From an optimization exercise on the open Yosys and OpenROAD flow, aimed at small area, a short achievable clock period and few clock cycles per item; shortcuts taken in it are not production practice.
In this exercise RTL edits were held to simulation tests only and were not proved equivalent to the original.
Power figures rest on the tool's default switching activity, not on a simulated workload.

## scalar_kalman_filter
module scalar_kalman_filter (
  input  logic                          clk_i,
  input  logic                          rst_ni,
  input  logic                          sample_valid_i,
  output logic                          sample_ready_o,
  input  logic [skf_pkg::SampleW-1:0]   sample_i,
  output logic                          estimate_valid_o,
  input  logic                          estimate_ready_i,
  output logic [skf_pkg::EstW-1:0]      estimate_o,
  input  logic                          cfg_valid_i,
  output logic                          cfg_ready_o,
  input  logic [skf_pkg::CfgIdxW-1:0]   cfg_index_i,
  input  logic [skf_pkg::CfgDataW-1:0]  cfg_data_i
);
For scale: ~5,100 cells after synthesis, roughly 460 flip-flops, about 90 I/O pins, ~42,000 um^2 of cells after synthesis.
make LEC_CHECK=0 ABC_AREA=1 CAP_MARGIN=20 CORE_MARGIN=2 CORE_UTILIZATION=40 SLEW_MARGIN=20 finish   # period 5.0 ns
run.sh (not shown) runs the stock make flow with config.mk's settings and CLKGATE_MAP_FILE= SYNTH_SCRIPT=/design/flow/synth_recipe.tcl, a recipe that flattens the netlist after the stock synthesis.
Testbench counts at the start, summed over its fixed seeds: cycles 41,068, items 4,800.
Then changed:
--- a/flow/design.v
+++ b/flow/design.v
@@ -960,52 +960,43 @@
   logic [31:0] q_q, r_q, p_q;
   logic [31:0] x_q;
   logic        out_valid_q;
   logic        bvalid_q;
   logic [15:0] b_q;
   localparam int S_IDLE = 0, S_DEN = 1, S_DIV = 2, S_ACC = 3, S_FIN = 4;
   logic [4:0]  pst_q;
   logic [3:0]  pcnt_q;
   logic [31:0] pp_q, den_q, rem_q;
   logic [24:0] qr_q;
-  logic [34:0] a_q;        
-  logic [20:0] us_q, uc_q;  
-  logic        zero_q;
+  logic [55:0] a_q;
+  logic        zero_q, sticky_q;
   logic        qvalid_q;    
   logic        conv_q;      
   logic        chk_q;       
   localparam logic [1:0] X_IDLE = 2'd0, X_MUL = 2'd1, X_FIN = 2'd2;
   logic [1:0]  xst_q;
   logic [2:0]  xcnt_q;
   logic [32:0] d_q;
   logic [24:0] kx_q;
   logic [14:0] bsel_q;      
   logic        first_q;
   logic        xfin_q;      
   logic [32:0] acc_q;
   logic [5:0]  lo_q;
   logic [33:0] alu_a, alu_b, alu_s;
   logic [31:0] alu_sat;
   logic        alu_ci;
-  logic [33:0] f_a, f_b, f_c, f_s, f_c2;
-  assign f_a  = {2'b00, pp_q};
-  assign f_b  = ~{2'b00, us_q, a_q[34:24]};
-  assign f_c  = ~{2'b00, uc_q, 11'd0};
-  assign f_s  = f_a ^ f_b ^ f_c;
-  assign f_c2 = {((f_a[32:0] & f_b[32:0]) | (f_a[32:0] & f_c[32:0]) | (f_b[32:0] & f_c[32:0])), 1'b1};
-  assign alu_a  = ({34{pst_q[S_IDLE]}} & {2'b00, p_q}) |
-                  ({34{pst_q[S_DEN]}}  & {2'b00, pp_q}) |
-                  ({34{pst_q[S_FIN]}}  & f_s);
+  assign alu_a  = pst_q[S_IDLE] ? {2'b00, p_q} : {2'b00, pp_q};
   assign alu_b  = ({34{pst_q[S_IDLE]}} & {2'b00, q_q}) |
                   ({34{pst_q[S_DEN]}}  & {2'b00, r_q}) |
-                  ({34{pst_q[S_FIN]}}  & f_c2);
-  assign alu_ci = pst_q[S_FIN] & (a_q[23:0] == 24'd0);
+                  ({34{pst_q[S_FIN]}}  & ~{2'b00, a_q[55:24]});
+  assign alu_ci = pst_q[S_FIN] & !sticky_q;
   assign alu_s  = alu_a + alu_b + {33'd0, alu_ci};
   assign alu_sat = alu_s[32] ? 32'hFFFF_FFFF : alu_s[31:0];
   logic int_bit, zero_n;
   assign zero_n  = (pp_q == 32'd0) && (r_q == 32'd0);
   assign int_bit = ((r_q == 32'd0) || (pp_q == 32'hFFFF_FFFF)) && !zero_n;
   logic peq, start;
   assign peq   = chk_q && (den_q == p_q);
   assign start = pst_q[S_IDLE] && bvalid_q && !qvalid_q && !conv_q && !peq;
   logic [33:0] rem4;
   logic [34:0] s1, s2, s3, t_x, t_y, t_z, t_s, t_c;
@@ -1024,26 +1015,31 @@
   assign s3    = t_sum[35:1];
   always_comb begin
     if (zero_q)        begin qd = 2'd0; rem_n = rem4[31:0]; end
     else if (!s3[34])  begin qd = 2'd3; rem_n = s3[31:0];   end
     else if (!s2[34])  begin qd = 2'd2; rem_n = s2[31:0];   end
     else if (!s1[34])  begin qd = 2'd1; rem_n = s1[31:0];   end
     else               begin qd = 2'd0; rem_n = rem4[31:0]; end
   end
   logic [34:0] ax, ay, az, as_, ac;
   logic [35:0] alo;
+  logic [20:0] aup, aup_inc;
+  logic [55:0] a_n;
   assign ax  = {a_q[32:0], 2'b00};
   assign ay  = qr_q[1] ? {2'b00, pp_q, 1'b0} : 35'd0;
   assign az  = qr_q[0] ? {3'b000, pp_q} : 35'd0;
   assign as_ = ax ^ ay ^ az;
   assign ac  = (ax & ay) | (ax & az) | (ay & az);
   skf_bk36 u_alo (.a({1'b0, as_}), .b({ac, 1'b0}), .ci(1'b0), .s(alo), .co());
+  assign aup_inc = a_q[53:33] + 21'd1;
+  assign aup = alo[35] ? aup_inc : a_q[53:33];
+  assign a_n = {aup, alo[34:0]};
   logic        kready, fin_ok, dload;
   logic [32:0] r33;
   logic [32:0] dl_a, dl_b, dl_c, dl_s, dl_cy;
   logic [33:0] dl_sum;
   logic [31:0] x_n;
   assign kready = qvalid_q || conv_q;
   assign fin_ok = !out_valid_q || estimate_ready_i;
   assign dload  = bvalid_q && kready &&
                   ((xst_q == X_IDLE) || (xfin_q && fin_ok));
   assign r33 = xfin_q ? {acc_q[26:0], lo_q} : 33'd0;
@@ -1164,32 +1160,26 @@
   end
   always_ff @(posedge clk_i) begin
     if (sample_valid_i && !bvalid_q) b_q <= sample_i;
     if (pst_q[S_IDLE]) pp_q <= alu_sat;
     if (pst_q[S_DEN]) begin
       den_q  <= alu_sat;
       zero_q <= zero_n;
     end else if (pst_q[S_FIN]) begin
       den_q  <= p_q;
     end
-    rem_q <= pst_q[S_DEN] ? (int_bit ? 32'd0 : pp_q) : rem_n;
+    if (pst_q[S_DEN])      rem_q <= int_bit ? 32'd0 : pp_q;
+    else if (pst_q[S_DIV]) rem_q <= rem_n;
     if (pst_q[S_DEN])      qr_q <= {24'd0, int_bit};
     else if (pst_q[S_DIV]) qr_q <= {qr_q[22:0], qd};
-    if (pst_q[S_DEN]) begin
-      a_q  <= '0;
-      us_q <= '0;
-      uc_q <= '0;
-    end else begin
-      a_q  <= alo[34:0];
-      us_q <= {us_q[18:0], a_q[34:33]};
-      uc_q <= {uc_q[18:0], 1'b0, alo[35]};
-    end
+    a_q <= pst_q[S_DEN] ? 56'd0 : a_n;
+    sticky_q <= (a_n[23:0] != 24'd0);
     first_q <= dload;
     if (dload) begin
       d_q    <= dl_sum[33:1];
       kx_q   <= qr_q;
       bsel_q <= booth5(qr_q[9:0], 1'b0);
     end else begin
       kx_q   <= {10'd0, kx_q[24:10]};
       bsel_q <= booth5(kx_q[19:10], kx_q[9]);
     end
     if (xst_q == X_MUL) begin
What happened: Worst setup slack improved by 0.0098 ns. Sequential share of layout area climbs by 0.35 points. Clock-buffer cell count stays the same. Power increases by 3.2%. Cell count came out lower by 1.3%. Wire length is lower by 2.9%. Maximum frequency is about the same. Design area falls by 0.36%.
Testbench counts after the change, summed over its fixed seeds: cycles 41,068, items 4,800.

==> what the ideal ports hide <==
How much do the figures lean on ideal ports? The routed layouts below were timed once more, with nothing changed but the port constraints.
Step 1, drivers: a clkbuf_16 drives clk_i and a buf_2 each remaining input, both assumed.
Step 2 also shifts input and output timing later by t, the mid clock arrival at the registers, as if the neighbouring blocks saw the same clock.
Slacks: ideal / step 1 / step 2; pairs: ideal / step 1.
| run | t, ns | setup slack, ns | hold WS [ns] | latest minus earliest clock arrival (ns) | cell pins on the clock port's net |
|---|---|---|---|---|---|
| the first run | 0.712 | 0.226 / 0.226 / 0.226 | 0.333 / 0.304 / 0.425 | 0.034 / 0.035 | 1 |
| the second run | 0.748 | 0.236 / 0.236 / 0.236 | 0.387 / 0.353 / 0.416 | 0.090 / 0.089 | 1 |
After both steps every run listed still meets setup and hold.
